Source: an optimization exercise on an open RTL-to-GDS flow (aim: small area, a short achievable clock period and few clock cycles). Production flows keep margins and buffers that such runs may drop. At most, simulation tests tie the RTL to the original design; equivalence was not proved. Power figures rest on the tool's default switching activity, not on a simulated workload.

==> module lru_page_replacement, before the edit <==
module lru_page_replacement #(
  parameter int FRAME_SLOTS = lru_pkg::FRAME_SLOTS_DEF
) (
  input  logic                             clk,
  input  logic                             rst_n,
  input  logic                             in_valid,
  output logic                             in_ready,
  input  logic [lru_pkg::PAGE_W-1:0]       in_page_number,
  output logic                             out_valid,
  input  logic                             out_ready,
  output logic                             out_fault,
  output logic [lru_pkg::FRAME_USED_W-1:0] out_frame_used,
  output logic                             out_evicted_valid,
  output logic [lru_pkg::PAGE_W-1:0]       out_evicted_page,
  output logic [lru_pkg::FAULT_CNT_W-1:0]  out_fault_total,
  input  logic                             cfg_psel,
  input  logic                             cfg_penable,
  input  logic                             cfg_pwrite,
  input  logic [lru_pkg::CFG_ADDR_W-1:0]   cfg_paddr,
  input  logic [lru_pkg::CFG_DATA_W-1:0]   cfg_pwdata,
  output logic [lru_pkg::CFG_DATA_W-1:0]   cfg_prdata,
  output logic                             cfg_pready
);
  localparam int N  = FRAME_SLOTS;
  localparam int PW = lru_pkg::PAGE_W;
  localparam int IDX_W = (N > 1) ? $clog2(N) : 1;
  logic [lru_pkg::FRAMES_W-1:0] frames_r;
  logic                         cfg_wr;
  logic [N-1:0]                 active;
  logic [N-1:0]                 act_nxt;
  assign cfg_pready = 1'b1;
  assign cfg_wr     = cfg_psel && cfg_penable && cfg_pwrite
                      && (cfg_paddr == lru_pkg::ADDR_FRAMES_IN_USE);
  assign cfg_prdata = (cfg_paddr == lru_pkg::ADDR_FRAMES_IN_USE)
                      ? lru_pkg::CFG_DATA_W'(frames_r) : '0;
  always_comb begin
    for (int k = 0; k < N; k++) begin
      act_nxt[k] = (k == 0) || (32'(cfg_pwdata[lru_pkg::FRAMES_W-1:0]) > k);
    end
  end
  always_ff @(posedge clk) begin
    if (!rst_n) begin
      frames_r <= lru_pkg::FRAMES_RESET;
      active   <= N'((1 << lru_pkg::FRAMES_RESET) - 1);
    end else if (cfg_wr) begin
      frames_r <= cfg_pwdata[lru_pkg::FRAMES_W-1:0];
      active   <= act_nxt;
    end
  end
  logic [PW-1:0] page_r [N];
  logic [N-1:0]  valid_r;
  logic [N-1:0]  rec_r [N];
  logic          b_v, o_v;
  logic [PW-1:0] b_page;
  logic [N-1:0]  b_match;
  logic          b_eq;
  logic [N-1:0]  prev_u;
  logic          prev_v;
  logic          go;
  logic          acc;
  logic [N-1:0]  use_vec;
  assign go       = !o_v || out_ready;
  assign in_ready = go;
  assign acc      = in_valid && go;
  logic [N-1:0] in_match;
  always_comb begin
    for (int k = 0; k < N; k++) begin
      in_match[k] = valid_r[k] && active[k] && (page_r[k] == in_page_number)
                    && !use_vec[k];
    end
  end
  always_ff @(posedge clk) begin
    if (!rst_n) begin
      b_v    <= 1'b0;
      prev_u <= '0;
      prev_v <= 1'b0;
    end else if (go) begin
      b_v    <= acc;
      prev_u <= use_vec;
      prev_v <= b_v;
    end
  end
  always_ff @(posedge clk) begin
    if (go) begin
      b_page  <= in_page_number;
      b_match <= in_match;
      b_eq    <= (in_page_number == b_page);
    end
  end
  logic [N-1:0] m_vec, hit_sel, emp_vec, emp_sel, lru_sel, fill_sel;
  logic         hit, any_emp;
  logic [PW-1:0] lru_page;
  assign m_vec   = b_match | (prev_u & {N{b_eq}});
  assign hit     = (|b_match) || (prev_v && b_eq);
  assign emp_vec = ~valid_r & active;
  assign any_emp = |emp_vec;
  always_comb begin
    for (int k = 0; k < N; k++) begin
      hit_sel[k] = m_vec[k];
      emp_sel[k] = emp_vec[k];
      for (int j = 0; j < k; j++) begin
        hit_sel[k] = hit_sel[k] && !m_vec[j];
        emp_sel[k] = emp_sel[k] && valid_r[j];
      end
    end
  end
  always_comb begin
    for (int i = 0; i < N; i++) begin
      lru_sel[i] = active[i];
      for (int j = 0; j < N; j++) begin
        if (j < i) begin
          lru_sel[i] = lru_sel[i] && rec_r[j][i];
        end else if (j > i) begin
          lru_sel[i] = lru_sel[i] && (!active[j] || !rec_r[i][j]);
        end
      end
    end
  end
  always_comb begin
    lru_page = '0;
    for (int k = 0; k < N; k++) begin
      lru_page = lru_page | (page_r[k] & {PW{lru_sel[k]}});
    end
  end
  assign fill_sel = any_emp ? emp_sel : lru_sel;
  assign use_vec  = (hit ? hit_sel : fill_sel) & {N{b_v}};
  logic commit;
  assign commit = go && b_v;
  always_ff @(posedge clk) begin
    for (int k = 0; k < N; k++) begin
      if (commit && use_vec[k]) begin
        page_r[k] <= b_page;
      end
    end
  end
  always_ff @(posedge clk) begin
    if (!rst_n) begin
      valid_r <= '0;
    end else if (commit) begin
      valid_r <= valid_r | use_vec;
    end
  end
  always_ff @(posedge clk) begin
    for (int i = 0; i < N; i++) begin
      for (int j = i + 1; j < N; j++) begin
        if (commit && use_vec[i]) begin
          rec_r[i][j] <= 1'b1;
        end else if (commit && use_vec[j]) begin
          rec_r[i][j] <= 1'b0;
        end
      end
    end
  end
  function automatic logic [IDX_W-1:0] enc(input logic [N-1:0] v);
    enc = '0;
    for (int k = 0; k < N; k++) begin
      if (v[k]) begin
        enc = enc | IDX_W'(k);
      end
    end
  endfunction
  logic [IDX_W-1:0] use_idx;
  assign use_idx = hit ? enc(hit_sel) : (any_emp ? enc(emp_sel) : enc(lru_sel));
  logic                            fault_r;
  logic [lru_pkg::FRAME_USED_W-1:0] frame_used_r;
  logic                            ev_valid_r;
  logic [PW-1:0]                   ev_page_r;
  logic [lru_pkg::FAULT_CNT_W-1:0] fault_cnt_r;
  always_ff @(posedge clk) begin
    if (!rst_n) begin
      o_v <= 1'b0;
    end else if (go) begin
      o_v <= b_v;
    end
  end
  always_ff @(posedge clk) begin
    if (!rst_n) begin
      fault_cnt_r <= '0;
    end else if (commit && !hit && (fault_cnt_r != '1)) begin
      fault_cnt_r <= fault_cnt_r + 1'b1;
    end
  end
  always_ff @(posedge clk) begin
    if (commit) begin
      fault_r      <= !hit;
      frame_used_r <= lru_pkg::FRAME_USED_W'(use_idx);
      ev_valid_r   <= !hit && !any_emp;
      ev_page_r    <= (!hit && !any_emp) ? lru_page : '0;
    end
  end
  assign out_valid         = o_v;
  assign out_fault         = fault_r;
  assign out_frame_used    = frame_used_r;
  assign out_evicted_valid = ev_valid_r;
  assign out_evicted_page  = ev_page_r;
  assign out_fault_total   = fault_cnt_r;
endmodule
export LEC_CHECK = 0
export ABC_CLOCK_PERIOD_IN_PS = 2200
export CAP_MARGIN = 20
export CORE_MARGIN = 2
export CORE_UTILIZATION = 55
export SETUP_SLACK_MARGIN = 2.3
export SLEW_MARGIN = 20
create_clock -name core_clock -period 5.0 [get_ports {clk}]
run.sh (not shown) runs the stock make flow with config.mk's settings and CLKGATE_MAP_FILE= SYNTH_SCRIPT=/design/flow/synth_recipe.tcl, a recipe that flattens the netlist after the stock synthesis.
The starting point finished clean.
Testbench counts at the start, summed over its fixed seeds: cycles 8,848.
Change:
--- a/flow/design.v
+++ b/flow/design.v
@@ -73,55 +73,65 @@
   logic          b_v, o_v;
   logic [PW-1:0] b_page;
   logic [N-1:0]  b_match;
-  logic          b_eq;
-  logic [N-1:0]  prev_u;
-  logic          prev_v;
   logic          go;
   logic          acc;
+  logic          commit;
   logic [N-1:0]  use_vec;
   assign go       = !o_v || out_ready;
   assign in_ready = go;
   assign acc      = in_valid && go;
+  assign commit   = go && b_v;
   logic [N-1:0] in_match;
-  always_comb begin
-    for (int k = 0; k < N; k++) begin
-      in_match[k] = valid_r[k] && active[k] && (page_r[k] == in_page_number)
-                    && !use_vec[k];
-    end
-  end
-  always_ff @(posedge clk) begin
-    if (!rst_n) begin
-      b_v    <= 1'b0;
-      prev_u <= '0;
-      prev_v <= 1'b0;
+  logic         in_eq;
+  assign in_eq = (in_page_number == b_page);
+  always_comb begin
+    for (int k = 0; k < N; k++) begin
+      in_match[k] = use_vec[k] ? in_eq
+                    : (valid_r[k] && active[k] && (page_r[k] == in_page_number));
+    end
+  end
+  always_ff @(posedge clk) begin
+    if (!rst_n) begin
+      b_v <= 1'b0;
     end else if (go) begin
-      b_v    <= acc;
-      prev_u <= use_vec;
-      prev_v <= b_v;
+      b_v <= acc;
     end
   end
   always_ff @(posedge clk) begin
     if (go) begin
       b_page  <= in_page_number;
       b_match <= in_match;
-      b_eq    <= (in_page_number == b_page);
     end
   end
   logic [N-1:0] m_vec, hit_sel, emp_vec, emp_sel, lru_sel, fill_sel;
   logic         hit, any_emp;
   logic [PW-1:0] lru_page;
-  assign m_vec   = b_match | (prev_u & {N{b_eq}});
-  assign hit     = (|b_match) || (prev_v && b_eq);
+  assign m_vec   = b_match;
+  assign hit     = |m_vec;
   assign emp_vec = ~valid_r & active;
-  assign any_emp = |emp_vec;
   always_comb begin
     for (int k = 0; k < N; k++) begin
       hit_sel[k] = m_vec[k];
-      emp_sel[k] = emp_vec[k];
       for (int j = 0; j < k; j++) begin
         hit_sel[k] = hit_sel[k] && !m_vec[j];
-        emp_sel[k] = emp_sel[k] && valid_r[j];
-      end
+      end
+    end
+  end
+  logic [N-1:0] top;
+  logic         any_f, last_emp;
+  always_comb begin
+    for (int k = 0; k < N; k++) begin
+      emp_sel[k] = emp_vec[k] && ((k == 0) || valid_r[(k == 0) ? 0 : k - 1]);
+      top[k]     = active[k] && ((k == N - 1) || !active[(k == N - 1) ? k : k + 1]);
+    end
+  end
+  assign any_f    = |emp_vec;
+  assign last_emp = |(emp_sel & top);
+  always_ff @(posedge clk) begin
+    if (!commit) begin
+      any_emp <= any_f;
+    end else if (!hit && last_emp) begin
+      any_emp <= 1'b0;
     end
   end
   always_comb begin
@@ -144,8 +154,6 @@
   end
   assign fill_sel = any_emp ? emp_sel : lru_sel;
   assign use_vec  = (hit ? hit_sel : fill_sel) & {N{b_v}};
-  logic commit;
-  assign commit = go && b_v;
   always_ff @(posedge clk) begin
     for (int k = 0; k < N; k++) begin
       if (commit && use_vec[k]) begin
Effect: Worst setup slack loses 0.043 ns; core utilization goes up by 1.6 points; cell area goes up by 1.7%; clock power barely changes; routed wire length goes up by 2.2%; sequential share of layout area goes down by 1.9 points.
The RTL of the second run of this note was laid out without a check of its function.

## separate check: timing with driven ports
In the flow no input, the clock included, has a driving cell. The finished layouts below were timed again as built, in two steps. Step 1 sets driving cells, clkbuf_16 on the clock port and buf_2 on the other inputs (assumed; they add their load-dependent delay and slew). Step 2 adds t to the input delays and takes it off the output delays; t is the mean of the earliest and latest rising clock arrival at the registers after step 1. Input paths then give back, and output paths get back, about the clock's delay inside the block. Slacks: ideal ports / drivers / drivers and shift; pairs: ideal ports / drivers.
run | shift t [ns] | setup slack, ns | worst slew at a driven data input, ns
the first run | 0.672 | 2.247 / 2.274 / 1.611 | 0.03
the second run | 0.680 | 2.204 / 2.204 / 1.665 | 0.05
After both steps setup and hold are still met in every run listed. For the first run, which loses most, drivers alone change the setup slack by +0.027 ns; drivers and shift together by -0.636 ns.
